Context: an optimization exercise on an open-source flow, tuned for small area, a short achievable clock period and few clock cycles per item. The choices shown serve that exercise and are no tape-out recipe.
In this exercise RTL edits were held to simulation tests only and were not proved equivalent to the original.

[design/flow/config.mk]
export PLATFORM = sky130hd
export DESIGN_NAME = bch_decoder
export DESIGN_NICKNAME = bch_decoder
export VERILOG_FILES = /design/flow/design.v
export SDC_FILE = /design/flow/constraint.sdc
export NUM_CORES = 4
export LEC_CHECK = 0
export CAP_MARGIN = 20
export CORE_MARGIN = 2
export CORE_UTILIZATION = 40
export SLEW_MARGIN = 20
[design/flow/constraint.sdc]
create_clock -name core_clock -period 60.0 [get_ports {clk}]
set_input_delay 12.0000 -clock core_clock [delete_from_list [all_inputs] [get_ports {clk}]]
set_output_delay 12.0000 -clock core_clock [all_outputs]
set_load 0.01 [all_outputs]
[design/flow/design.v]
`default_nettype none
package bch_pkg;
    localparam int gf_width = 4;
    typedef logic [gf_width-1:0] gf_exp_t;
    typedef logic [gf_width-1:0] gf_vec_t;
    typedef logic [gf_width-1:0] loc_t;
    localparam gf_exp_t zero_exp = gf_exp_t'(15);
    function automatic gf_vec_t exp_to_vec(input gf_exp_t e);
        gf_vec_t v;
        v = 4'b0001;
        for (int i = 0; i < 14; i++) begin
            if (i < e) v = {v[2:0], 1'b0} ^ (v[3] ? 4'b0011 : 4'b0000);
        end
        if (e == zero_exp) v = 4'b0000;
        exp_to_vec = v;
    endfunction
    function automatic gf_vec_t gf_mul(input gf_vec_t a, input gf_vec_t b);
        logic [6:0] p;
        p = '0;
        for (int i = 0; i < 4; i++) begin
            if (b[i]) p = p ^ (7'(a) << i);
        end
        for (int i = 6; i >= 4; i--) begin
            if (p[i]) p = p ^ (7'b0010011 << (i - 4));
        end
        gf_mul = p[3:0];
    endfunction
    function automatic gf_vec_t gf_sq(input gf_vec_t a);
        gf_sq = gf_mul(a, a);
    endfunction
    function automatic gf_vec_t gf_inv(input gf_vec_t a);
        gf_vec_t a2, a4, a8;
        a2 = gf_sq(a);
        a4 = gf_sq(a2);
        a8 = gf_sq(a4);
        gf_inv = gf_mul(gf_mul(a8, a4), a2);
    endfunction
endpackage
`default_nettype wire
`timescale 1ns/1ps
`default_nettype none
module bch_decoder (
    input  logic             clk,
    input  logic             rst_n,
    input  logic             in_valid,
    input  bch_pkg::gf_exp_t in_syndrome,
    output logic             out_valid,
    output bch_pkg::loc_t    out_location
);
    logic [2:0]       syn_cnt;
    bch_pkg::gf_vec_t in_vec;
    bch_pkg::gf_vec_t s1;        
    bch_pkg::gf_vec_t det;       
    bch_pkg::gf_vec_t num;       
    bch_pkg::gf_vec_t s1_cube;
    bch_pkg::gf_vec_t s1_fifth;
    logic [1:0]       beats_left;
    logic             fire;
    always_ff @(posedge clk or negedge rst_n) begin
        if (!rst_n) begin
            syn_cnt <= '0;
        end else if (syn_cnt == 3'd0) begin
            syn_cnt <= in_valid ? 3'd1 : 3'd0;
        end else begin
            syn_cnt <= (syn_cnt == 3'd5) ? 3'd0 : syn_cnt + 3'd1;
        end
    end
    always_comb begin
        in_vec   = bch_pkg::exp_to_vec(in_syndrome);
        s1_cube  = bch_pkg::gf_mul(bch_pkg::gf_sq(s1), s1);
        s1_fifth = bch_pkg::gf_mul(bch_pkg::gf_sq(bch_pkg::gf_sq(s1)), s1);
    end
    always_ff @(posedge clk) begin
        if (syn_cnt == 3'd0 && beats_left == 2'd0) s1 <= in_vec;
        if (syn_cnt == 3'd2) det <= in_vec ^ s1_cube;
        if (syn_cnt == 3'd4) num <= in_vec ^ s1_fifth;
    end
    assign fire = (syn_cnt == 3'd5);
    bch_pkg::gf_vec_t p, sig2, sig3, xv;
    bch_pkg::gf_vec_t tk [4];
    bch_pkg::gf_vec_t lo_sum [4];
    bch_pkg::gf_vec_t hi_sum [4];
    logic [14:0]      is_root;
    always_comb begin
        p    = bch_pkg::gf_mul(num, bch_pkg::gf_inv(det));
        sig2 = bch_pkg::gf_sq(s1) ^ p;
        sig3 = det ^ s1_cube ^ bch_pkg::gf_mul(s1, p);
        for (int k = 0; k < 4; k++) begin
            tk[k] = bch_pkg::gf_mul(s1, bch_pkg::exp_to_vec(4'(2 * k)))
                  ^ bch_pkg::gf_mul(sig2, bch_pkg::exp_to_vec(4'(k)));
        end
        lo_sum[0] = 4'b0000;
        lo_sum[1] = tk[0];
        lo_sum[2] = tk[1];
        lo_sum[3] = tk[0] ^ tk[1];
        hi_sum[0] = sig3;
        hi_sum[1] = sig3 ^ tk[2];
        hi_sum[2] = sig3 ^ tk[3];
        hi_sum[3] = sig3 ^ tk[2] ^ tk[3];
        for (int i = 0; i < 15; i++) begin
            xv = bch_pkg::exp_to_vec(4'(i));
            is_root[i] = ((lo_sum[xv[1:0]] ^ hi_sum[xv[3:2]])
                          == bch_pkg::exp_to_vec(4'((3 * i) % 15)));
        end
    end
    bch_pkg::loc_t next_loc;
    always_comb begin
        next_loc = 4'd15;
        for (int i = 14; i >= 0; i--) begin
            if (is_root[i] && (fire || 4'(i) > out_location)) next_loc = 4'(i);
        end
    end
    always_ff @(posedge clk or negedge rst_n) begin
        if (!rst_n) begin
            beats_left   <= '0;
            out_valid    <= 1'b0;
            out_location <= '0;
        end else if (fire) begin
            beats_left   <= 2'd2;
            out_valid    <= 1'b1;
            out_location <= next_loc;
        end else if (beats_left != 2'd0) begin
            beats_left   <= beats_left - 2'd1;
            out_valid    <= 1'b1;
            out_location <= next_loc;
        end else begin
            out_valid    <= 1'b0;
            out_location <= '0;
        end
    end
endmodule
`default_nettype wire
[design/flow/flow/run.sh]
#!/bin/bash
# Own layout flow: the standard synthesis, then the combinational logic
# is re-mapped by ABC with an area-oriented script (the standard synthesis
# extracts half adders from the GF(16) XOR logic and upsizes for a 60 ps
# target). Registers are kept exactly as the standard synthesis made them.
# Then the standard layout from floorplan to finish.
set -euo pipefail
here=$(pwd)
R=$here/orfs/results/${FLOW_PLATFORM}/bch_decoder/base
bash standard.sh synth > $here/synth_standard.log 2>&1
cp $R/1_2_yosys.v $here/1_2_yosys.standard.v
STD_NETLIST=$here/1_2_yosys.standard.v OUT_NETLIST=$here/1_2_yosys.remapped.v \
  yosys -c $here/flow/remap.tcl > $here/remap.log 2>&1
cp $here/1_2_yosys.remapped.v $R/1_2_yosys.v
rm -f $R/1_synth.odb $R/1_synth.sdc
bash standard.sh "BUFFER_PORTS_ARGS=-buffer_cell sky130_fd_sc_hd__buf_2" finish > $here/layout.log 2>&1
[design/flow/flow/remap.tcl]
yosys -import
set lib $::env(FLOW_HOME)/platforms/sky130hd/lib/sky130_fd_sc_hd__tt_025C_1v80.lib
# Cell models: combinational cells as logic, sequential cells kept whole
read_liberty -ignore_miss_func $lib
read_verilog $::env(STD_NETLIST)
hierarchy -top $::env(FLOW_TOP)
# Keep every flip-flop and latch cell whole, so the registers stay as the
# standard synthesis made them
set fh [open $::env(STD_NETLIST)]
set text [read $fh]
close $fh
set seq [lsort -unique [regexp -all -inline {sky130_fd_sc_hd__(?:df|edf|sdf|sedf|dl)[a-z0-9_]*} $text]]
puts "sequential cells: $seq"
blackbox {*}$seq
flatten
select $::env(FLOW_TOP)
write_verilog -noattr -selected $::env(OUT_NETLIST).generic.v
select -clear
design -reset
read_liberty -lib $lib
read_verilog $::env(OUT_NETLIST).generic.v
hierarchy -top $::env(FLOW_TOP)
techmap
opt -purge
set du {}
foreach c {probe_p_8 probec_p_8 lpflow_bleeder_1 lpflow_clkbufkapwr_1 lpflow_clkbufkapwr_16 lpflow_clkbufkapwr_2 lpflow_clkbufkapwr_4 lpflow_clkbufkapwr_8 lpflow_clkinvkapwr_1 lpflow_clkinvkapwr_16 lpflow_clkinvkapwr_2 lpflow_clkinvkapwr_4 lpflow_clkinvkapwr_8 lpflow_decapkapwr_12 lpflow_decapkapwr_3 lpflow_decapkapwr_4 lpflow_decapkapwr_6 lpflow_decapkapwr_8 lpflow_inputiso0n_1 lpflow_inputiso0p_1 lpflow_inputiso1n_1 lpflow_inputiso1p_1 lpflow_inputisolatch_1 lpflow_isobufsrc_1 lpflow_isobufsrc_16 lpflow_isobufsrc_2 lpflow_isobufsrc_4 lpflow_isobufsrc_8 lpflow_isobufsrckapwr_16 lpflow_lsbuf_lh_hl_isowell_tap_1 lpflow_lsbuf_lh_hl_isowell_tap_2 lpflow_lsbuf_lh_hl_isowell_tap_4 lpflow_lsbuf_lh_isowell_4 lpflow_lsbuf_lh_isowell_tap_1 lpflow_lsbuf_lh_isowell_tap_2 lpflow_lsbuf_lh_isowell_tap_4} {
  lappend du -dont_use sky130_fd_sc_hd__$c
}
abc -liberty $lib {*}$du
opt_clean -purge
splitnets
opt_clean -purge
hilomap -singleton -hicell sky130_fd_sc_hd__conb_1 HI -locell sky130_fd_sc_hd__conb_1 LO
insbuf -buf sky130_fd_sc_hd__buf_4 A X
opt_clean -purge
check
stat -liberty $lib
select $::env(FLOW_TOP)
write_verilog -noattr -nohex -nodec -selected $::env(OUT_NETLIST)
[design/flow/standard.sh]
#!/bin/bash
# synth_recipe.tcl (not shown) runs the flow's synth.tcl, then flattens the netlist and writes it again
# the make line also repeats each setting of config.mk as NAME=value (left out here)
make -C /OpenROAD-flow-scripts/flow DESIGN_CONFIG=/design/flow/config.mk WORK_HOME=/design/flow/orfs CLKGATE_MAP_FILE= SYNTH_SCRIPT=/design/flow/synth_recipe.tcl "${@:-finish}"
==> results by group, run 1 <==
Synth
  • Ys Warns: 4
  • Mapped Area: around 3000 um^2
  • Synth Instances: 359
  • Synthesized Nets: between 300 and 400
  • Syn_area_per_cell: 8.39 um^2

Clock network
  • Clk pin slew, worst setup/hold paths: around 0.090 ns
  • CTS hold repair buffers: 0
  • Clock root buffer: clkbuf_8
  • Setup bufs post-CTS: 0
  • CTS tree: yes
  • Clock Tree Buf Depth: 2
  • CTS buffer count: 3
  • TritonCTS Sinks: 22
  • Worst skew pair latency: 0.27 ns
  • Post_cts resized: 0
  • H-tree depth: 1

GRT
  • Largest net degree at the start of global routing: 18
  • GR Util All Layers: 0.180
  • Total grt overflow: 0
  • Initial antenna violation count: 0
  • First-pass GRT wire length: 12.2 mm
  • Vias in the first global route: 2394

Drt
  • Routed length per instance: 15.4 um
  • DRT antenna net count: 0
  • DRC Markers: 0
  • Final WL: 7.23 mm
  • Met3 routed WL: 373 um
  • Vias post-DR: 2562
  • Met2 WL post-DR: 3.32 mm
  • Max Used Layer: met4
  • Initial DRC Count: 144
  • First-pass DRT Iterations: 4
  • Metal1 wirelength: ~3.4 mm
  • Vias/cell: between 5 and 6

Worst setup path
  • Setup crit start kind: register
  • Critical path required time: 48.00 ns
  • Crit path DAT: 0.99 ns
  • Worst Setup End Kind: output port
  • CP max FO: 9
  • Buf/Inv on CP: 1
  • Crit path kind: reg -> out
  • Slowest library cell on the worst path: dfrtp_1
  • Max stage delay on crit path: 0.52 ns
  • CP top delay family: flip-flops
  • CP cell instances: buf_2

Placement
  • Port bufs: 11
  • Final Wtd Congestion: around 0.93
  • HPWL after detailed placement: 5.65 mm
  • Placed Cells: approximately 470

STA
  • Unrepaired setup endpoints after global routing: no
  • Fin crit share: 0.216
  • Worst slew pin tran: 0.901 ns
  • Min Tclk post-route: 12.99 ns
  • Fin. max-slew vios: 0
  • Hold Worst Slack: around 0.45 ns
  • Final Hold Vio Count: 0
  • Max Freq: 0.0770 GHz
  • Setup violations, final: 0
  • Setup TNS: 0 ns
  • Worst clock skew: 0.00363 ns
  • Relative slew margins: 0.397

Layout
  • Nets: approximately 380
  • Storage element area: 611 um^2
  • Layout cells sized above 1: 0.0405
  • Diode count: 0
  • Post-Route Utilization: 0.443
  • Final cell count without fillers: roughly 470
  • Area grow syn2layout: 7.31%
  • Area occupied by multi-input gates: 2330 um^2
  • Fill cells: 767

Flow run
  • Max-Cap Viols: 0

Status
  • Status: timing/DRC/antenna clean

Die
  • Core Area: roughly 7300 um^2
  • Die width: 90.8 um
  • Die area: 8240 um^2
  • Rows: 31
  • Die Y: 90.8 um
  • Initial core utilization: 0.413
  • I/O pins: 12

Hold path
  • Hold/Removal Path Class: reg -> reg
-- metal layers --
metal	GRT usage	up-vias
met2	0.300	86
met4	0.0366	0
met1	0.258	1182
met5	0	-
li1	-	1284
met3	0.0142	10
-- final timing paths --
path                                        endpoint                       from  slack, ns  depth (start not counted)
max reg2reg                out_location[0]$_DFF_PN0_           det[3]$_DFFE_PN_      54.25                         18
min reg2reg                beats_left[0]$_DFFE_PN0P_  beats_left[0]$_DFFE_PN0P_       0.45                          1
min in group asynchronous       syn_cnt[1]$_DFF_PN0_                      rst_n      11.57                          1
min                        beats_left[0]$_DFFE_PN0P_  beats_left[0]$_DFFE_PN0P_       0.45                          1
max                                  out_location[3]  out_location[3]$_DFF_PN0_      47.01                          1
max in group asynchronous  beats_left[1]$_DFFE_PN0P_                      rst_n      48.24                          1
-- state kept, by name, summed over array words and instances (netlist names) --
name and cells:
det 4, num 4, out_location 4, s1 4
syn_cnt 3, beats_left 2, out_valid 1
-- metrics by stage --
stage,instance area (um^2),worst slack [ns]
finish,3230,47.01
global route,3230,46.97
CTS,3230,47.03
detailed placement,3160,46.85
global placement,3160,46.95
floorplan,3010,47.19
-- layout make-up --
| type | instances | area share |
|---|---|---|
| inverter | 10 | 0.0116 |
| multi-input combinational | 323 | 0.722 |
| timing repair buffer | 11 | 0.0170 |
| clock buffer | 3 | 0.0128 |
| sequential | 22 | 0.189 |
| tap | 99 | 0.0383 |
| clock inverter | 1 | 0.00929 |
-- layout by cell type (no fill, tap or decap), types with 4 or more instances in the layout --
cell      count
clkinv_1     10
or2_0         4
xnor2_1      68
nor2b_1       4
nand2b_1      7
nand2_1      36
xnor3_1      11
nand3_1      15
xor2_1       38
dfrtp_1      10
nor2_1       34
edfxtp_1     12
nor3_1       11
o21ai_0      19
a21oi_1      14
buf_2        11
nor4_1        6
o21a_1        5
Testbench counts, summed over its fixed seeds: cycles 32,000, blocks 4,000.
==> run 2, diff against run 1 <==
--- a/design/flow/design.v
+++ b/design/flow/design.v
@@ -47,22 +47,21 @@
     output logic             out_valid,
     output bch_pkg::loc_t    out_location
 );
-    logic [2:0]       syn_cnt;
+    logic [2:0]       phase;
     bch_pkg::gf_vec_t in_vec;
     bch_pkg::gf_vec_t s1;        
     bch_pkg::gf_vec_t det;       
     bch_pkg::gf_vec_t num;       
     bch_pkg::gf_vec_t s1_cube;
     bch_pkg::gf_vec_t s1_fifth;
-    logic [1:0]       beats_left;
     logic             fire;
     always_ff @(posedge clk or negedge rst_n) begin
         if (!rst_n) begin
-            syn_cnt <= '0;
-        end else if (syn_cnt == 3'd0) begin
-            syn_cnt <= in_valid ? 3'd1 : 3'd0;
+            phase <= '0;
+        end else if (phase == 3'd0) begin
+            phase <= in_valid ? 3'd1 : 3'd0;
         end else begin
-            syn_cnt <= (syn_cnt == 3'd5) ? 3'd0 : syn_cnt + 3'd1;
+            phase <= phase + 3'd1;
         end
     end
     always_comb begin
@@ -71,11 +70,11 @@
         s1_fifth = bch_pkg::gf_mul(bch_pkg::gf_sq(bch_pkg::gf_sq(s1)), s1);
     end
     always_ff @(posedge clk) begin
-        if (syn_cnt == 3'd0 && beats_left == 2'd0) s1 <= in_vec;
-        if (syn_cnt == 3'd2) det <= in_vec ^ s1_cube;
-        if (syn_cnt == 3'd4) num <= in_vec ^ s1_fifth;
+        if (phase == 3'd0) s1 <= in_vec;
+        if (phase == 3'd2) det <= in_vec ^ s1_cube;
+        if (phase == 3'd4) num <= in_vec ^ s1_fifth;
     end
-    assign fire = (syn_cnt == 3'd5);
+    assign fire = (phase == 3'd5);
     bch_pkg::gf_vec_t p, sig2, sig3, xv;
     bch_pkg::gf_vec_t tk [4];
     bch_pkg::gf_vec_t lo_sum [4];
@@ -112,15 +111,9 @@
     end
     always_ff @(posedge clk or negedge rst_n) begin
         if (!rst_n) begin
-            beats_left   <= '0;
             out_valid    <= 1'b0;
             out_location <= '0;
-        end else if (fire) begin
-            beats_left   <= 2'd2;
-            out_valid    <= 1'b1;
-            out_location <= next_loc;
-        end else if (beats_left != 2'd0) begin
-            beats_left   <= beats_left - 2'd1;
+        end else if (phase >= 3'd5) begin
             out_valid    <= 1'b1;
             out_location <= next_loc;
         end else begin
--- a/design/flow/flow/remap.tcl
+++ b/design/flow/flow/remap.tcl
@@ -26,7 +26,7 @@
 foreach c {probe_p_8 probec_p_8 lpflow_bleeder_1 lpflow_clkbufkapwr_1 lpflow_clkbufkapwr_16 lpflow_clkbufkapwr_2 lpflow_clkbufkapwr_4 lpflow_clkbufkapwr_8 lpflow_clkinvkapwr_1 lpflow_clkinvkapwr_16 lpflow_clkinvkapwr_2 lpflow_clkinvkapwr_4 lpflow_clkinvkapwr_8 lpflow_decapkapwr_12 lpflow_decapkapwr_3 lpflow_decapkapwr_4 lpflow_decapkapwr_6 lpflow_decapkapwr_8 lpflow_inputiso0n_1 lpflow_inputiso0p_1 lpflow_inputiso1n_1 lpflow_inputiso1p_1 lpflow_inputisolatch_1 lpflow_isobufsrc_1 lpflow_isobufsrc_16 lpflow_isobufsrc_2 lpflow_isobufsrc_4 lpflow_isobufsrc_8 lpflow_isobufsrckapwr_16 lpflow_lsbuf_lh_hl_isowell_tap_1 lpflow_lsbuf_lh_hl_isowell_tap_2 lpflow_lsbuf_lh_hl_isowell_tap_4 lpflow_lsbuf_lh_isowell_4 lpflow_lsbuf_lh_isowell_tap_1 lpflow_lsbuf_lh_isowell_tap_2 lpflow_lsbuf_lh_isowell_tap_4} {
   lappend du -dont_use sky130_fd_sc_hd__$c
 }
-abc -liberty $lib {*}$du
+abc -liberty $lib {*}$du -script "+strash;dc2;dc2;dch,-f;amap"
 opt_clean -purge
 splitnets
 opt_clean -purge
==> results by group, run 2 <==
Worst setup path
  • Crit Reg-Reg Startpoint: det[1]$_DFFE_PN_ (was det[3]$_DFFE_PN_)
  • Crit path kind: in -> reg (was reg -> out)
  • Worst Setup End Kind: register (was output port)
  • Critical path required time: 60.10 ns (was 48.00 ns)
  • CP max FO: 7 (was 9)
  • Worst R2R Path Depth: 36 (was 18)
  • Crit path DAT: 13.11 ns (was 0.99 ns)
  • Setup crit start kind: primary input (was register)
  • FF-to-FF setup slack: 52.66 ns (was 54.25 ns)
  • Reg-to-Reg End: out_location[0]$_DFF_PN0_ (unchanged)

Hold path
  • Min-delay src: phase[0]$_DFF_PN0_ (was beats_left[0]$_DFFE_PN0P_)
  • Hold Path Depth: 1 (unchanged)
  • Hold EP: phase[0]$_DFF_PN0_ (was beats_left[0]$_DFFE_PN0P_)
  • Hold/Removal Path Class: reg -> reg (unchanged)

Layout
  • Area grow syn2layout: 7.27% (was 7.31%)
  • Commonest cells after routing, fill and taps aside: nor2_1 (107), clkinv_1 (86), o22ai_1 (69), a21oi_1 (44), o21ai_0 (31) (was xnor2_1 (68), xor2_1 (38), nand2_1 (36), nor2_1 (34), o21ai_0 (19))
  • Nets: 472 (was 378)
  • Layout cells sized above 1: 0.0388 (was 0.0405)
  • Diode count: 0 (unchanged)
  • Fin area: 2880 um^2 (was 3230 um^2)
  • Final cell count without fillers: 541 (was 469)
  • Post-Route Utilization: 0.448 (was 0.443)
  • Commonest non-fill, non-tap cell in the layout: nor2_1 (was xnor2_1)

STA
  • Setup TNS: 0 ns (unchanged)
  • Fin crit share: 0.217 (was 0.216)
  • Unrepaired setup endpoints after global routing: no (unchanged)
  • Hold Worst Slack: 0.509 ns (was 0.447 ns)
  • Min Tclk post-route: 13.01 ns (was 12.99 ns)
  • Worst clock skew: 0.00245 ns (was 0.00363 ns)
  • Setup violations, final: 0 (unchanged)
  • Fin. max-slew vios: 0 (unchanged)
  • Final setup margin: 46.99 ns (was 47.01 ns)
  • Final Hold Vio Count: 0 (unchanged)
  • Max Freq: 0.0769 GHz (was 0.0770 GHz)
  • Relative slew margins: 0.338 (was 0.397)
  • Worst slew pin tran: 0.982 ns (was 0.901 ns)

Die
  • Die area: 7380 um^2 (was 8240 um^2)
  • I/O pins: 12 (unchanged)
  • Core Area: 6420 um^2 (was 7290 um^2)
  • Initial core utilization: 0.418 (was 0.413)
  • Rows: 29 (was 31)
  • Die width: 85.9 um (was 90.8 um)
  • Die Y: 85.9 um (was 90.8 um)

Synth
  • Ys Warns: 4 (unchanged)
  • Synth Instances: 451 (was 359)
  • Mapped Area: 2680 um^2 (was 3010 um^2)
  • Syn_area_per_cell: 5.95 um^2 (was 8.39 um^2)
  • Synthesized Nets: 458 (was 366)

Clock network
  • Clock root buffer: clkbuf_8 (unchanged)
  • H-tree depth: 1 (unchanged)
  • Setup bufs post-CTS: 0 (unchanged)
  • TritonCTS Sinks: 20 (was 22)
  • Post_cts resized: 0 (unchanged)
  • CTS hold repair buffers: 0 (unchanged)
  • CTS tree: yes (unchanged)
  • Clk pin slew, worst setup/hold paths: 0.07 ns (was 0.09 ns)
  • CTS buffer count: 3 (unchanged)
  • Worst skew pair latency: 0.26 ns (was 0.27 ns)
  • Clock Tree Buf Depth: 2 (unchanged)

Status
  • Status: timing/DRC/antenna clean (unchanged)

Placement
  • HPWL after detailed placement: 6.81 mm (was 5.65 mm)
  • Final Wtd Congestion: 0.984 (was 0.928)
  • Placed Area: 2820 um^2 (was 3160 um^2)
  • Port bufs: 11 (unchanged)
  • Placed Cells: 537 (was 465)
  • Worst slack, placed: 46.74 ns (was 46.85 ns)

GRT
  • Largest net degree at the start of global routing: 13 (was 18)
  • Total grt overflow: 0 (unchanged)
  • Initial antenna violation count: 0 (unchanged)
  • Vias in the first global route: 2870 (was 2394)
  • GR Util All Layers: 0.232 (was 0.180)
  • First-pass GRT wire length: 13.8 mm (was 12.2 mm)

Drt
  • Routed length per instance: 15.3 um (was 15.4 um)
  • First-pass DRT Iterations: 5 (was 4)
  • DRC Markers: 0 (unchanged)
  • DRT antenna net count: 0 (unchanged)
  • Vias post-DR: 3248 (was 2562)
  • Final WL: 8.25 mm (was 7.23 mm)
  • Vias/cell: 6.00 (was 5.46)
  • Initial DRC Count: 268 (was 144)

Flow run
  • Max-Cap Viols: 0 (unchanged)
## run 2: worst max-delay path by stage
stage / cells past startpoint / to / from
after floorplan: 6 / num[1]$_DFFE_PN_ / in_syndrome[1]
final: 7 / num[1]$_DFFE_PN_ / in_syndrome[1]
after global placement: 7 / num[1]$_DFFE_PN_ / in_syndrome[1]
after detailed placement: 6 / num[2]$_DFFE_PN_ / in_syndrome[0]
after CTS: 6 / num[2]$_DFFE_PN_ / in_syndrome[0]
after global routing: 7 / num[2]$_DFFE_PN_ / in_syndrome[0]
## run 2: worst max-delay path, cell delays in order
cell,delay (ns)
buf_2,0.15
clkinv_1,0.10
a211oi_1,0.25
a21oi_1,0.06
o21ai_0,0.16
clkinv_1,0.19
o22ai_1,0.19
## run 2: cell type report
class | instances | area [um^2]
Fill cell | 694 | 3540
Multi-Input combinational cell | 340 | 1770
Sequential cell | 20 | 561
Inverter | 86 | 323
Tap cell | 77 | 96.3
Timing Repair Buffer | 14 | 77.6
Clock buffer | 4 | 55.1
## run 2: metal layers
metal,GRT usage,routed length (um),share of wire
met5,0,0,0
met4,0.0649,197,0.024
met3,0.0298,550,0.067
met2,0.368,3650,0.44
met1,0.330,3860,0.47
Testbench counts of run 2, summed over its fixed seeds: cycles 32,000, blocks 4,000.
==> run 3, diff against run 2 <==
--- a/design/flow/flow/remap.tcl
+++ b/design/flow/flow/remap.tcl
@@ -28,6 +28,8 @@
 }
 abc -liberty $lib {*}$du -script "+strash;dc2;dc2;dch,-f;amap"
 opt_clean -purge
+# Stronger drive for the output registers, which also feed the beat logic
+chtype -set sky130_fd_sc_hd__dfrtp_4 c:out_location* t:sky130_fd_sc_hd__dfrtp_1 %i
 splitnets
 opt_clean -purge
 hilomap -singleton -hicell sky130_fd_sc_hd__conb_1 HI -locell sky130_fd_sc_hd__conb_1 LO
--- a/design/flow/config.mk
+++ b/design/flow/config.mk
@@ -8,4 +8,5 @@
 export CAP_MARGIN = 20
 export CORE_MARGIN = 2
 export CORE_UTILIZATION = 40
+export CTS_CLUSTER_SIZE = 40
 export SLEW_MARGIN = 20
==> results by group, run 3 <==
Worst setup path
  • Crit path kind: in -> reg (unchanged)
  • Crit path DAT: 13.12 ns (was 13.11 ns)
  • CP max FO: 6 (was 7)
  • Critical path required time: 60.10 ns (about the same)
  • Setup crit start kind: primary input (unchanged)
  • Worst Setup End Kind: register (unchanged)

Clock network
  • CTS buffer count: 3 (unchanged)
  • Worst skew pair latency: 0.26 ns (about the same)
  • Clk pin slew, worst setup/hold paths: 0.08 ns (was 0.07 ns)
  • CTS hold repair buffers: 0 (unchanged)
  • Post_cts resized: 0 (unchanged)
  • CTS tree: yes (unchanged)
  • H-tree depth: 1 (unchanged)
  • Clock root buffer: clkbuf_8 (unchanged)
  • Clock Tree Buf Depth: 2 (unchanged)
  • TritonCTS Sinks: 20 (unchanged)
  • Setup bufs post-CTS: 0 (unchanged)

Drt
  • Initial DRC Count: 290 (was 268)
  • Vias/cell: 6.09 (was 6.00)
  • First-pass DRT Iterations: 6 (was 5)
  • Final WL: 8.27 mm (was 8.25 mm)
  • Vias post-DR: 3296 (was 3248)
  • Routed length per instance: 15.3 um (about the same)
  • DRT antenna net count: 0 (unchanged)
  • DRC Markers: 0 (unchanged)

Synth
  • Mapped Area: 2700 um^2 (was 2680 um^2)
  • Syn_area_per_cell: 5.98 um^2 (was 5.95 um^2)
  • Ys Warns: 4 (unchanged)
  • Synth Instances: 451 (unchanged)
  • Synthesized Nets: 458 (unchanged)

Die
  • I/O pins: 12 (unchanged)
  • Die width: 86.1 um (was 85.9 um)
  • Die area: 7420 um^2 (was 7380 um^2)
  • Die Y: 86.1 um (was 85.9 um)
  • Rows: 29 (unchanged)
  • Initial core utilization: 0.420 (was 0.418)
  • Core Area: 6420 um^2 (unchanged)

STA
  • Fin crit share: 0.217 (about the same)
  • Final Hold Vio Count: 0 (unchanged)
  • Worst clock skew: 0.00735 ns (was 0.00245 ns)
  • Relative slew margins: 0.345 (was 0.338)
  • Min Tclk post-route: 13.02 ns (was 13.01 ns)
  • Unrepaired setup endpoints after global routing: no (unchanged)
  • Setup violations, final: 0 (unchanged)
  • Hold Worst Slack: 0.530 ns (was 0.509 ns)
  • Fin. max-slew vios: 0 (unchanged)
  • Worst slew pin tran: 0.972 ns (was 0.982 ns)
  • Setup TNS: 0 ns (unchanged)
  • Max Freq: 0.0768 GHz (was 0.0769 GHz)

Layout
  • Fill cells: 692 (was 694)
  • Commonest cells after routing, fill and taps aside: nor2_1 (107), clkinv_1 (86), o22ai_1 (69), a21oi_1 (44), o21ai_0 (31) (unchanged)
  • Area grow syn2layout: 7.65% (was 7.27%)
  • Nets: 472 (unchanged)
  • Area occupied by multi-input gates: 1770 um^2 (unchanged)
  • Layout cells sized above 1: 0.0474 (was 0.0388)
  • Commonest non-fill, non-tap cell in the layout: nor2_1 (unchanged)
  • Storage element area: 576 um^2 (was 561 um^2)
  • Diode count: 0 (unchanged)
  • Fin area: 2910 um^2 (was 2880 um^2)

GRT
  • Initial antenna violation count: 0 (unchanged)
  • Vias in the first global route: 2863 (was 2870)
  • Met2 usage: 0.363 (was 0.368)
  • Busiest layer in global routing: met2 (unchanged)
  • Grt met3 use: 0.0298 (unchanged)
  • Total grt overflow: 0 (unchanged)
  • Largest net degree at the start of global routing: 13 (unchanged)
  • GR Util All Layers: 0.227 (was 0.232)
  • First-pass GRT wire length: 13.7 mm (was 13.8 mm)
  • GR Util met1: 0.329 (was 0.330)

Flow run
  • Max-Cap Viols: 0 (unchanged)

Hold path
  • Hold/Removal Path Class: reg -> reg (unchanged)

Placement
  • Final Wtd Congestion: 0.992 (was 0.984)
  • Placed Area: 2840 um^2 (was 2820 um^2)
  • Port bufs: 11 (unchanged)
  • HPWL after detailed placement: 6.78 mm (was 6.81 mm)

Status
  • Status: timing/DRC/antenna clean (unchanged)
## run 3: metal layers
metal  vias to the layer above  wire (um)
met4                         0        120
met1                      1442       3840
met3                        21        720
met2                       163       3580
met5                         -          0
li1                       1670          -
## run 3: layout make-up
type / instances / share of cell area
Timing Repair Buffer: 14 / 0.0267
Inverter: 86 / 0.111
Multi-Input combinational cell: 340 / 0.608
Sequential cell: 20 / 0.198
Tap cell: 77 / 0.0332
Clock buffer: 4 / 0.0228
## run 3: final timing paths
| check | start | endpoint | slack, ns | cells past startpoint |
|---|---|---|---|---|
| setup / recovery | in_syndrome[0] | det[2]$_DFFE_PN_ | 46.98 | 6 |
| hold / removal | phase[0]$_DFF_PN0_ | phase[0]$_DFF_PN0_ | 0.53 | 1 |
| setup reg to reg | det[1]$_DFFE_PN_ | out_location[0]$_DFF_PN0_ | 52.72 | 36 |
| hold reg to reg | phase[0]$_DFF_PN0_ | phase[0]$_DFF_PN0_ | 0.53 | 1 |
| max in group asynchronous | rst_n | out_location[3]$_DFF_PN0_ | 48.25 | 1 |
| min in group asynchronous | rst_n | out_location[1]$_DFF_PN0_ | 11.56 | 1 |
## run 3: through the flow
step	utilization	setup WS (ns)	instances
6_report	0.452	46.98	541
5_1_grt	0.452	46.84	541
4_1_cts	0.452	47.00	541
3_5_place_dp	0.442	46.73	537
3_3_place_gp	0.442	46.85	537
2_1_floorplan	-	47.11	451
## run 3: critical path, stage by stage
cell,delay [ns]
buf_2,0.14
nor2_1,0.18
a21oi_1,0.06
o21ai_0,0.35
clkinv_1,0.20
o22ai_1,0.19
==> run 4, diff against run 3 <==
--- a/design/flow/design.v
+++ b/design/flow/design.v
@@ -48,6 +48,8 @@
     output bch_pkg::loc_t    out_location
 );
     logic [2:0]       phase;
+    logic             det_zero;
+    logic             beat;
     bch_pkg::gf_vec_t in_vec;
     bch_pkg::gf_vec_t s1;        
     bch_pkg::gf_vec_t det;       
@@ -60,6 +62,8 @@
             phase <= '0;
         end else if (phase == 3'd0) begin
             phase <= in_valid ? 3'd1 : 3'd0;
+        end else if (phase == 3'd6 && det_zero) begin
+            phase <= 3'd0;
         end else begin
             phase <= phase + 3'd1;
         end
@@ -74,7 +78,9 @@
         if (phase == 3'd2) det <= in_vec ^ s1_cube;
         if (phase == 3'd4) num <= in_vec ^ s1_fifth;
     end
-    assign fire = (phase == 3'd5);
+    assign det_zero = (det == 4'b0000);
+    assign fire     = det_zero ? (phase == 3'd4) : (phase == 3'd5);
+    assign beat     = (phase >= 3'd5) || fire;
     bch_pkg::gf_vec_t p, sig2, sig3, xv;
     bch_pkg::gf_vec_t tk [4];
     bch_pkg::gf_vec_t lo_sum [4];
@@ -113,7 +119,7 @@
         if (!rst_n) begin
             out_valid    <= 1'b0;
             out_location <= '0;
-        end else if (phase >= 3'd5) begin
+        end else if (beat) begin
             out_valid    <= 1'b1;
             out_location <= next_loc;
         end else begin
--- a/design/flow/flow/remap.tcl
+++ b/design/flow/flow/remap.tcl
@@ -28,8 +28,6 @@
 }
 abc -liberty $lib {*}$du -script "+strash;dc2;dc2;dch,-f;amap"
 opt_clean -purge
-# Stronger drive for the output registers, which also feed the beat logic
-chtype -set sky130_fd_sc_hd__dfrtp_4 c:out_location* t:sky130_fd_sc_hd__dfrtp_1 %i
 splitnets
 opt_clean -purge
 hilomap -singleton -hicell sky130_fd_sc_hd__conb_1 HI -locell sky130_fd_sc_hd__conb_1 LO
--- a/design/flow/config.mk
+++ b/design/flow/config.mk
@@ -8,5 +8,4 @@
 export CAP_MARGIN = 20
 export CORE_MARGIN = 2
 export CORE_UTILIZATION = 40
-export CTS_CLUSTER_SIZE = 40
 export SLEW_MARGIN = 20
==> results by group, run 4 <==
Worst setup path
  • CP max FO: 4 (was 6)
  • Worst Setup End Kind: register (unchanged)
  • Critical path required time: 60.10 ns (about the same)
  • Crit path kind: in -> reg (unchanged)
  • Crit path DAT: 13.14 ns (was 13.12 ns)
  • Setup crit start kind: primary input (unchanged)

STA
  • Relative slew margins: 0.443 (was 0.345)
  • Max Freq: 0.0767 GHz (was 0.0768 GHz)
  • Worst slew pin tran: 0.834 ns (was 0.972 ns)
  • Fin. max-slew vios: 0 (unchanged)
  • Final Hold Vio Count: 0 (unchanged)
  • Setup TNS: 0 ns (unchanged)
  • Fin crit share: 0.217 (about the same)
  • Final setup margin: 46.96 ns (was 46.98 ns)
  • Min Tclk post-route: 13.04 ns (was 13.02 ns)
  • Unrepaired setup endpoints after global routing: no (unchanged)
  • Hold Worst Slack: 0.528 ns (was 0.530 ns)
  • Worst clock skew: 0.00952 ns (was 0.00735 ns)
  • Setup violations, final: 0 (unchanged)

GRT
  • First-pass GRT wire length: 13.6 mm (was 13.7 mm)
  • Total grt overflow: 0 (unchanged)
  • GR Util All Layers: 0.227 (about the same)
  • Initial antenna violation count: 0 (unchanged)
  • Vias in the first global route: 2895 (was 2863)
  • Largest net degree at the start of global routing: 15 (was 13)

Synth
  • Ys Warns: 4 (unchanged)
  • Synthesized Nets: 464 (was 458)
  • Syn_area_per_cell: 5.95 um^2 (was 5.98 um^2)
  • Mapped Area: 2720 um^2 (was 2700 um^2)
  • Synth Instances: 457 (was 451)

Drt
  • DRC Markers: 0 (unchanged)
  • Vias post-DR: 3271 (was 3296)
  • DRT antenna net count: 0 (unchanged)
  • Vias/cell: 5.96 (was 6.09)
  • Initial DRC Count: 296 (was 290)
  • First-pass DRT Iterations: 5 (was 6)
  • Routed length per instance: 14.9 um (was 15.3 um)
  • Final WL: 8.20 mm (was 8.27 mm)

Clock network
  • Clk pin slew, worst setup/hold paths: 0.06 ns (was 0.08 ns)
  • CTS tree: yes (unchanged)
  • TritonCTS Sinks: 20 (unchanged)
  • CTS buffer count: 3 (unchanged)
  • H-tree depth: 1 (unchanged)
  • Post_cts resized: 0 (unchanged)
  • Worst skew pair latency: 0.26 ns (about the same)
  • Clock root buffer: clkbuf_8 (unchanged)
  • CTS hold repair buffers: 0 (unchanged)
  • Clock Tree Buf Depth: 2 (unchanged)
  • Setup bufs post-CTS: 0 (unchanged)

Flow run
  • Max-Cap Viols: 0 (unchanged)

Die
  • Rows: 30 (was 29)
  • Die area: 7480 um^2 (was 7420 um^2)
  • Core Area: 6680 um^2 (was 6420 um^2)
  • Initial core utilization: 0.407 (was 0.420)
  • Die Y: 86.5 um (was 86.1 um)
  • Die width: 86.5 um (was 86.1 um)
  • I/O pins: 12 (unchanged)

Layout
  • Commonest cells after routing, fill and taps aside: nor2_1 (103), clkinv_1 (91), o22ai_1 (70), a21oi_1 (34), o21ai_0 (32) (was nor2_1 (107), clkinv_1 (86), o22ai_1 (69), a21oi_1 (44), o21ai_0 (31))
  • Layout cells sized above 1: 0.0341 (was 0.0474)
  • Nets: 477 (was 472)
  • Area grow syn2layout: 6.71% (was 7.65%)
  • Commonest non-fill, non-tap cell in the layout: nor2_1 (unchanged)
  • Diode count: 0 (unchanged)

Status
  • Status: timing/DRC/antenna clean (unchanged)

Placement
  • HPWL after detailed placement: 6.80 mm (was 6.78 mm)
  • Port bufs: 11 (unchanged)
  • Worst slack, placed: 46.72 ns (was 46.73 ns)
  • Final Wtd Congestion: 0.969 (was 0.992)

Hold path
  • Hold/Removal Path Class: reg -> reg (unchanged)
[run 4: critical path, cell delays in order]
cell and delay (ns):
buf_2 0.11, clkinv_1 0.11, nor2_1 0.22, clkinv_1 0.09, a31oi_1 0.27, clkinv_1 0.15
o22ai_1 0.19
[run 4: final cells by class]
type,count,area [um^2]
Sequential cell,20,561
Fill cell,741,3780
Tap cell,80,100
Timing Repair Buffer,13,70.1
Clock buffer,4,45.0
Inverter,91,342
Multi-Input combinational cell,341,1790
[run 4: per-layer routing]
layer | share of wire | GRT usage | vias to the layer above
met5 | 0 | 0 | -
met4 | 0.033 | 0.0753 | 0
met3 | 0.041 | 0.0229 | 24
met2 | 0.46 | 0.376 | 103
met1 | 0.46 | 0.310 | 1437
li1 | - | - | 1707
[run 4: final timing paths]
path                            cells after the start               start                        end  slack [ns]
worst max-delay path                                7      in_syndrome[1]           num[1]$_DFFE_PN_       46.96
worst min register to register                      1  phase[0]$_DFF_PN0_         phase[0]$_DFF_PN0_        0.53
worst min-delay path                                1  phase[0]$_DFF_PN0_         phase[0]$_DFF_PN0_        0.53
max in group asynchronous                           1               rst_n        out_valid$_DFF_PN0_       48.26
min in group asynchronous                           1               rst_n  out_location[1]$_DFF_PN0_       11.57
worst max register to register                     32    det[1]$_DFFE_PN_  out_location[0]$_DFF_PN0_       52.87
[run 4: per-stage QoR]
| step | util | instances | instance area [um^2] |
|---|---|---|---|
| after floorplan | - | 457 | 2720 |
| after global placement | 0.428 | 545 | 2860 |
| after detailed placement | 0.428 | 545 | 2860 |
| after CTS | 0.434 | 549 | 2900 |
| after global routing | 0.435 | 549 | 2900 |
| final | 0.435 | 549 | 2900 |
Testbench counts of run 4, summed over its fixed seeds: cycles 29,957, blocks 4,000.
==> run 5, diff against run 4 <==
--- a/design/flow/flow/run.sh
+++ b/design/flow/flow/run.sh
@@ -13,4 +13,4 @@
   yosys -c $here/flow/remap.tcl > $here/remap.log 2>&1
 cp $here/1_2_yosys.remapped.v $R/1_2_yosys.v
 rm -f $R/1_synth.odb $R/1_synth.sdc
-bash standard.sh "BUFFER_PORTS_ARGS=-buffer_cell sky130_fd_sc_hd__buf_2" finish > $here/layout.log 2>&1
+bash standard.sh "BUFFER_PORTS_ARGS=-buffer_cell sky130_fd_sc_hd__buf_1" "SETUP_SLACK_MARGIN=47.0" finish > $here/layout.log 2>&1
==> design/flow/flow/remap.tcl (replaced) <==
# Re-map the combinational logic of the standard synthesis netlist.
# Flip-flops stay the exact instances (names, cell types) that synthesis made.
yosys -import
set lib $::env(FLOW_HOME)/platforms/sky130hd/lib/sky130_fd_sc_hd__tt_025C_1v80.lib
set top $::env(FLOW_TOP)
set out $::env(OUT_NETLIST)

# Cell models: combinational cells as logic, sequential cells kept whole
read_liberty -ignore_miss_func $lib
read_verilog $::env(STD_NETLIST)
hierarchy -top $top
set fh [open $::env(STD_NETLIST)]
set text [read $fh]
close $fh
set seq [lsort -unique [regexp -all -inline {sky130_fd_sc_hd__(?:df|edf|sdf|sedf|dl)[a-z0-9_]*} $text]]
puts "sequential cells: $seq"
blackbox {*}$seq
flatten
select $top
write_verilog -noattr -selected $out.generic.v
select -clear

set du {}
foreach c {probe_p_8 probec_p_8 lpflow_bleeder_1 lpflow_clkbufkapwr_1 lpflow_clkbufkapwr_16 lpflow_clkbufkapwr_2 lpflow_clkbufkapwr_4 lpflow_clkbufkapwr_8 lpflow_clkinvkapwr_1 lpflow_clkinvkapwr_16 lpflow_clkinvkapwr_2 lpflow_clkinvkapwr_4 lpflow_clkinvkapwr_8 lpflow_decapkapwr_12 lpflow_decapkapwr_3 lpflow_decapkapwr_4 lpflow_decapkapwr_6 lpflow_decapkapwr_8 lpflow_inputiso0n_1 lpflow_inputiso0p_1 lpflow_inputiso1n_1 lpflow_inputiso1p_1 lpflow_inputisolatch_1 lpflow_isobufsrc_1 lpflow_isobufsrc_16 lpflow_isobufsrc_2 lpflow_isobufsrc_4 lpflow_isobufsrc_8 lpflow_isobufsrckapwr_16 lpflow_lsbuf_lh_hl_isowell_tap_1 lpflow_lsbuf_lh_hl_isowell_tap_2 lpflow_lsbuf_lh_hl_isowell_tap_4 lpflow_lsbuf_lh_isowell_4 lpflow_lsbuf_lh_isowell_tap_1 lpflow_lsbuf_lh_isowell_tap_2 lpflow_lsbuf_lh_isowell_tap_4} {
  lappend du -dont_use sky130_fd_sc_hd__$c
}

# A few area-oriented ABC scripts; the smallest result is kept
set scripts {
  {+strash;dc2;dc2;dch,-f;amap}
  {+strash;dc2;dc2;dch,-f;amap;strash;dch,-f;amap}
  {+strash;dc2;dc2;dch,-f;amap,-m;strash;dch,-f;amap,-m}
  {+strash;dch,-f;amap;strash;dch,-f;amap}
  {+strash;dc2;dch,-f;amap;strash;dc2;dch,-f;amap}
  {+strash;dc2;dc2;&get,-n;&dch,-f;&nf,-R,1000;&put}
  {+strash;dc2;dc2;&get,-n;&dc2;&dch,-f;&nf,-R,1000;&put}
  {+strash;dc2;dc2;dch,-f;amap;strash;&get,-n;&dch,-f;&nf,-R,1000;&put}
}
set best_area 1e9
set i 0
foreach sc $scripts {
  design -reset
  read_liberty -lib $lib
  read_verilog $out.generic.v
  hierarchy -top $top
  techmap
  opt -purge
  abc -liberty $lib {*}$du -script $sc
  opt_clean -purge
  splitnets
  opt_clean -purge
  hilomap -singleton -hicell sky130_fd_sc_hd__conb_1 HI -locell sky130_fd_sc_hd__conb_1 LO
  insbuf -buf sky130_fd_sc_hd__buf_1 A X
  opt_clean -purge
  check -assert
  tee -o $out.stat$i.txt stat -liberty $lib
  set fh [open $out.stat$i.txt]
  set st [read $fh]
  close $fh
  regexp {Chip area for module[^:]*:\s*([0-9.]+)} $st -> area
  puts "script $i ($sc): area $area"
  select $top
  write_verilog -noattr -nohex -nodec -selected $out.cand$i.v
  select -clear
  if {$area < $best_area} {
    set best_area $area
    set best $i
  }
  incr i
}
puts "kept script $best, area $best_area"
file copy -force $out.cand$best.v $out
--- a/design/flow/config.mk
+++ b/design/flow/config.mk
@@ -8,4 +8,5 @@
 export CAP_MARGIN = 20
 export CORE_MARGIN = 2
 export CORE_UTILIZATION = 40
+export CTS_BUF_LIST = sky130_fd_sc_hd__clkbuf_4
 export SLEW_MARGIN = 20
==> results by group, run 5 <==
Drt
  • DRT antenna net count: 0 (unchanged)
  • Initial DRC Count: 380 (was 296)
  • Final WL: 8.27 mm (was 8.20 mm)
  • Routed length per instance: 15.3 um (was 14.9 um)
  • Vias/cell: 6.09 (was 5.96)
  • Vias post-DR: 3295 (was 3271)
  • First-pass DRT Iterations: 5 (unchanged)
  • DRC Markers: 0 (unchanged)

GRT
  • Vias in the first global route: 2931 (was 2895)
  • GR Util All Layers: 0.232 (was 0.227)
  • Total grt overflow: 0 (unchanged)
  • Largest net degree at the start of global routing: 17 (was 15)
  • First-pass GRT wire length: 13.8 mm (was 13.6 mm)
  • Initial antenna violation count: 0 (unchanged)

Die
  • Die Y: 85.6 um (was 86.5 um)
  • Die width: 85.6 um (was 86.5 um)
  • Rows: 29 (was 30)
  • Initial core utilization: 0.418 (was 0.407)
  • Die area: 7340 um^2 (was 7480 um^2)
  • Core Area: 6390 um^2 (was 6680 um^2)
  • I/O pins: 12 (unchanged)

Worst setup path
  • Crit path DAT: 12.97 ns (was 13.14 ns)
  • Critical path required time: 60.04 ns (was 60.10 ns)
  • FF-to-FF setup slack: 52.69 ns (was 52.87 ns)
  • Worst Setup End Kind: register (unchanged)
  • Reg-to-Reg End: out_location[0]$_DFF_PN0_ (unchanged)
  • Crit path kind: in -> reg (unchanged)
  • Worst Setup SP: in_syndrome[0] (was in_syndrome[1])
  • CP max FO: 4 (unchanged)
  • Crit Reg-Reg Startpoint: det[2]$_DFFE_PN_ (was det[1]$_DFFE_PN_)
  • Setup crit start kind: primary input (unchanged)
  • Critical path capture point: num[2]$_DFFE_PN_ (was num[1]$_DFFE_PN_)
  • Worst R2R Path Depth: 35 (was 32)

Placement
  • HPWL after detailed placement: 6.73 mm (was 6.80 mm)
  • Worst slack, placed: 46.53 ns (was 46.72 ns)
  • Final Wtd Congestion: 1.00 (was 0.969)
  • Placed Cells: 535 (was 545)
  • Port bufs: 11 (unchanged)

Clock network
  • CTS tree: yes (unchanged)
  • Clock root buffer: clkbuf_4 (was clkbuf_8)
  • Clock Tree Buf Depth: 2 (unchanged)
  • CTS hold repair buffers: 0 (unchanged)
  • TritonCTS Sinks: 20 (unchanged)
  • CTS buffer count: 3 (unchanged)
  • H-tree depth: 1 (unchanged)
  • Worst skew pair latency: 0.30 ns (was 0.26 ns)
  • Clk pin slew, worst setup/hold paths: 0.10 ns (was 0.06 ns)

STA
  • Final setup margin: 47.08 ns (was 46.96 ns)
  • Relative slew margins: 0.461 (was 0.443)
  • Final Hold Vio Count: 0 (unchanged)
  • Fin. max-slew vios: 0 (unchanged)
  • Unrepaired setup endpoints after global routing: yes (was no)
  • Worst slew pin tran: 0.800 ns (was 0.834 ns)
  • Worst clock skew: 0.00189 ns (was 0.00952 ns)
  • Min Tclk post-route: 12.92 ns (was 13.04 ns)
  • Fin crit share: 0.215 (was 0.217)
  • Setup TNS: 0 ns (unchanged)
  • Setup violations, final: 0 (unchanged)
  • Max Freq: 0.0774 GHz (was 0.0767 GHz)

Layout
  • Final cell count without fillers: 541 (was 549)
  • Area grow syn2layout: 8.59% (was 6.71%)
  • Post-Route Utilization: 0.453 (was 0.435)
  • Nets: 472 (was 477)
  • Commonest cells after routing, fill and taps aside: nor2_1 (120), clkinv_1 (74), o22ai_1 (62), a21oi_1 (42), o21ai_0 (27) (was nor2_1 (103), clkinv_1 (91), o22ai_1 (70), a21oi_1 (34), o21ai_0 (32))
  • Fill cells: 688 (was 741)
  • Commonest non-fill, non-tap cell in the layout: nor2_1 (unchanged)
  • Layout cells sized above 1: 0.0453 (was 0.0341)
  • Diode count: 0 (unchanged)

Synth
  • Synth Instances: 448 (was 457)
  • Syn_area_per_cell: 5.95 um^2 (about the same)
  • Synthesized Nets: 455 (was 464)
  • Ys Warns: 4 (unchanged)
  • Mapped Area: 2670 um^2 (was 2720 um^2)

Hold path
  • Hold/Removal Path Class: reg -> reg (unchanged)

Status
  • Status: timing/DRC/antenna clean (unchanged)

Flow run
  • Max-Cap Viols: 0 (unchanged)
==> run 5: metal layers <==
metal  up-vias  share of wire  GRT usage  wire length (um)
met5         -              0          0                 0
met4         0          0.025     0.0592               210
met3        22          0.072     0.0202               593
met2       148           0.44      0.366              3630
met1      1431           0.46      0.341              3840
li1       1694              -          -                 -
==> run 5: per-stage QoR <==
stage / instance area (um^2) / hold WS [ns]
5_1_grt: 2900 / 0.573
4_1_cts: 2880 / 0.538
2_1_floorplan: 2690 / 0.483
3_5_place_dp: 2840 / 0.524
3_3_place_gp: 2840 / 0.510
6_report: 2900 / 0.533
==> run 5: area by class of cell <==
cell class | instances | area (um^2) | share of cell area
clock buffers | 3 | 22.5 | 0.00778
clock inverters | 1 | 3.75 | 0.00130
inverters | 77 | 297 | 0.102
multi-input cells | 346 | 1830 | 0.631
flip-flops and latches | 20 | 561 | 0.194
well taps | 77 | 96.3 | 0.0333
repair buffers | 17 | 90.1 | 0.0311
==> run 5: worst min path at each step <==
stage | startpoint | to | slack, ns | cells past startpoint
2_1_floorplan | phase[0]$_DFF_PN0_ | phase[0]$_DFF_PN0_ | 0.48 | 1
3_3_place_gp | phase[0]$_DFF_PN0_ | phase[0]$_DFF_PN0_ | 0.51 | 1
3_5_place_dp | phase[0]$_DFF_PN0_ | phase[0]$_DFF_PN0_ | 0.52 | 1
4_1_cts | phase[0]$_DFF_PN0_ | phase[0]$_DFF_PN0_ | 0.54 | 1
5_1_grt | phase[0]$_DFF_PN0_ | phase[0]$_DFF_PN0_ | 0.57 | 1
6_report | phase[0]$_DFF_PN0_ | phase[0]$_DFF_PN0_ | 0.53 | 1
==> run 5: repair_timing <==
action / CTS / global route
buffers inserted: 1 / 1
hold endpoints to repair: 0 / 0
pin swaps: 1 / 2
endpoints found under the setup margin: 5 / 8
gates resized for setup: 2 / 5
==> run 5: worst max-delay path, cell delays in order <==
cell      delay [ns]
buf_2           0.15
clkinv_4        0.08
nor2_2          0.10
a21oi_1         0.05
a222oi_1        0.23
buf_4           0.18
buf_4           0.11
o22ai_1         0.07
==> run 6, diff against run 5 <==
--- a/design/flow/flow/run.sh
+++ b/design/flow/flow/run.sh
@@ -13,4 +13,4 @@
   yosys -c $here/flow/remap.tcl > $here/remap.log 2>&1
 cp $here/1_2_yosys.remapped.v $R/1_2_yosys.v
 rm -f $R/1_synth.odb $R/1_synth.sdc
-bash standard.sh "BUFFER_PORTS_ARGS=-buffer_cell sky130_fd_sc_hd__buf_1" "SETUP_SLACK_MARGIN=47.0" finish > $here/layout.log 2>&1
+bash standard.sh "BUFFER_PORTS_ARGS=-buffer_cell sky130_fd_sc_hd__buf_1" finish > $here/layout.log 2>&1
--- a/design/flow/flow/remap.tcl
+++ b/design/flow/flow/remap.tcl
@@ -29,12 +29,8 @@
 set scripts {
   {+strash;dc2;dc2;dch,-f;amap}
   {+strash;dc2;dc2;dch,-f;amap;strash;dch,-f;amap}
-  {+strash;dc2;dc2;dch,-f;amap,-m;strash;dch,-f;amap,-m}
-  {+strash;dch,-f;amap;strash;dch,-f;amap}
-  {+strash;dc2;dch,-f;amap;strash;dc2;dch,-f;amap}
   {+strash;dc2;dc2;&get,-n;&dch,-f;&nf,-R,1000;&put}
   {+strash;dc2;dc2;&get,-n;&dc2;&dch,-f;&nf,-R,1000;&put}
-  {+strash;dc2;dc2;dch,-f;amap;strash;&get,-n;&dch,-f;&nf,-R,1000;&put}
 }
 set best_area 1e9
 set i 0
==> results by group, run 6 <==
Worst setup path
  • Worst Setup SP: in_syndrome[1] (was in_syndrome[0])
  • Worst Setup End Kind: register (unchanged)
  • FF-to-FF setup slack: 52.65 ns (was 52.69 ns)
  • Reg-to-Reg End: out_location[0]$_DFF_PN0_ (unchanged)
  • Crit path DAT: 13.19 ns (was 12.97 ns)
  • Worst R2R Path Depth: 34 (was 35)
  • CP max FO: 5 (was 4)
  • Slowest library cell on the worst path: o32ai_1 (was a222oi_1)
  • Setup crit start kind: primary input (unchanged)
  • CP cell instances: buf_1, clkinv_1, nor2_1, a21oi_1, o32ai_1, o21ai_0 (was buf_2, clkinv_4, nor2_2, a21oi_1, a222oi_1, buf_4, buf_4, o22ai_1)
  • Max stage delay on crit path: 0.48 ns (was 0.23 ns)
  • Crit Reg-Reg Startpoint: det[1]$_DFFE_PN_ (was det[2]$_DFFE_PN_)
  • Critical path required time: 60.03 ns (was 60.04 ns)
  • Crit path kind: in -> reg (unchanged)

Placement
  • Port bufs: 11 (unchanged)
  • HPWL after detailed placement: 6.85 mm (was 6.73 mm)
  • Placed Area: 2800 um^2 (was 2840 um^2)
  • Final Wtd Congestion: 0.997 (was 1.00)

Layout
  • Commonest non-fill, non-tap cell in the layout: nor2_1 (unchanged)
  • Commonest cells after routing, fill and taps aside: nor2_1 (123), clkinv_1 (78), o22ai_1 (62), a21oi_1 (42), o21ai_0 (28) (was nor2_1 (120), clkinv_1 (74), o22ai_1 (62), a21oi_1 (42), o21ai_0 (27))
  • Storage element area: 561 um^2 (unchanged)
  • Fill cells: 689 (was 688)
  • Fin area: 2830 um^2 (was 2900 um^2)
  • Diode count: 0 (unchanged)
  • Layout cells sized above 1: 0.0109 (was 0.0453)
  • Area grow syn2layout: 6.01% (was 8.59%)
  • Area occupied by multi-input gates: 1800 um^2 (was 1830 um^2)
  • Nets: 468 (was 472)
  • Post-Route Utilization: 0.443 (was 0.453)

Drt
  • DRT antenna net count: 0 (unchanged)
  • Vias/cell: 6.15 (was 6.09)
  • Initial DRC Count: 355 (was 380)
  • Routed length per instance: 15.5 um (was 15.3 um)
  • First-pass DRT Iterations: 7 (was 5)
  • Final WL: 8.33 mm (was 8.27 mm)
  • Vias post-DR: 3305 (was 3295)
  • DRC Markers: 0 (unchanged)

GRT
  • Total grt overflow: 0 (unchanged)
  • First-pass GRT wire length: 14.0 mm (was 13.8 mm)
  • GR Util All Layers: 0.236 (was 0.232)
  • Vias in the first global route: 2926 (was 2931)
  • Initial antenna violation count: 0 (unchanged)
  • Largest net degree at the start of global routing: 17 (unchanged)

Clock network
  • H-tree depth: 1 (unchanged)
  • TritonCTS Sinks: 20 (unchanged)
  • CTS tree: yes (unchanged)
  • Worst skew pair latency: 0.30 ns (about the same)
  • CTS hold repair buffers: 0 (unchanged)
  • Clk pin slew, worst setup/hold paths: 0.11 ns (was 0.10 ns)
  • CTS buffer count: 3 (unchanged)
  • Clock root buffer: clkbuf_4 (unchanged)
  • Clock Tree Buf Depth: 2 (unchanged)
  • Post_cts resized: 0 (was 2)
  • Setup bufs post-CTS: 0 (was 1)

Die
  • Die area: 7340 um^2 (unchanged)
  • Rows: 29 (unchanged)
  • Die width: 85.6 um (unchanged)
  • Die Y: 85.6 um (unchanged)
  • I/O pins: 12 (unchanged)
  • Initial core utilization: 0.418 (unchanged)
  • Core Area: 6390 um^2 (unchanged)

Hold path
  • Hold/Removal Path Class: reg -> reg (unchanged)
  • Hold Path Depth: 1 (unchanged)
  • Min-delay src: phase[0]$_DFF_PN0_ (unchanged)
  • Hold EP: phase[0]$_DFF_PN0_ (unchanged)

STA
  • Min Tclk post-route: 13.16 ns (was 12.92 ns)
  • Setup TNS: 0 ns (unchanged)
  • Setup violations, final: 0 (unchanged)
  • Max Freq: 0.0760 GHz (was 0.0774 GHz)
  • Unrepaired setup endpoints after global routing: no (was yes)
  • Relative slew margins: 0.262 (was 0.461)
  • Fin. max-slew vios: 0 (unchanged)
  • Worst slew pin tran: 1.09 ns (was 0.800 ns)
  • Worst clock skew: 0.00853 ns (was 0.00189 ns)
  • Fin crit share: 0.219 (was 0.215)
  • Final Hold Vio Count: 0 (unchanged)
  • Hold Worst Slack: 0.549 ns (was 0.533 ns)

Synth
  • Syn_area_per_cell: 5.95 um^2 (unchanged)
  • Ys Warns: 4 (unchanged)
  • Mapped Area: 2670 um^2 (unchanged)
  • Synth Instances: 448 (unchanged)
  • Synthesized Nets: 455 (unchanged)

Flow run
  • Max-Cap Viols: 0 (unchanged)

Status
  • Status: timing/DRC/antenna clean (unchanged)
[run 6: area by class of cell]
class                      count  share of cell area
multi-input combinational    346               0.636
sequential                    20               0.198
inverter                      77               0.102
tap                           77              0.0341
timing repair buffer          13              0.0199
clock buffer                   3             0.00797
clock inverter                 1             0.00133
[run 6: per-stage QoR]
stage               setup WS, ns  instances
floorplan                  46.91        448
global placement           46.62        533
detailed placement         46.56        533
CTS                        46.88        537
global route               46.65        537
finish                     46.84        537
[run 6: worst max path at each step]
stage                       endpoint  cells past startpoint
floorplan           det[0]$_DFFE_PN_                      5
global placement    det[2]$_DFFE_PN_                      7
detailed placement  det[2]$_DFFE_PN_                      7
CTS                 det[2]$_DFFE_PN_                      7
global route        det[2]$_DFFE_PN_                      7
finish              det[0]$_DFFE_PN_                      6
[run 6: worst max-delay path: cells and delay by family]
kind	cells	cell delay, ns
AOI/OAI and AO/OA	3	0.73
buffers and inverters	2	0.28
and+or+nand+nor	1	0.20
[run 6: per-layer routing]
layer  global-route usage  wire length (um)
met5                    0                 0
met4               0.0938               367
met3               0.0269               723
met2                0.364              3560
met1                0.337              3680

[port drivers added, routing unchanged]
Ports are ideal in the flow. The routed layouts listed here were re-timed in OpenROAD.
Step 1: set_driving_cell puts a clkbuf_16 on clk and a buf_2 on each other input, an assumption about the parent block.
Step 2 times the ports against the registers' clock, not the clock port: input delays grow and output delays shrink by t, the midpoint of the rising clock arrivals with the driver on.
Three values: ideal, step 1, step 2; two values: the first two.
run | t, ns | slack for setup (ns) | worst setup path at the end | clock arrival spread, ns
run 1 | 0.296 | 47.015 / 46.990 / 46.865 | input to register | 0.004 / 0.004
run 2 | 0.280 | 46.994 / 46.997 / 46.717 | input to register | 0.003 / 0.003
run 3 | 0.276 | 46.977 / 46.978 / 46.703 | input to register | 0.007 / 0.007
run 4 | 0.278 | 46.958 / 46.960 / 46.681 | input to register | 0.010 / 0.009
run 5 | 0.318 | 47.076 / 47.065 / 46.761 | input to register | 0.002 / 0.002
run 6 | 0.316 | 46.839 / 46.840 / 46.524 | input to register | 0.009 / 0.008
After both steps setup and hold are still met in every run listed.
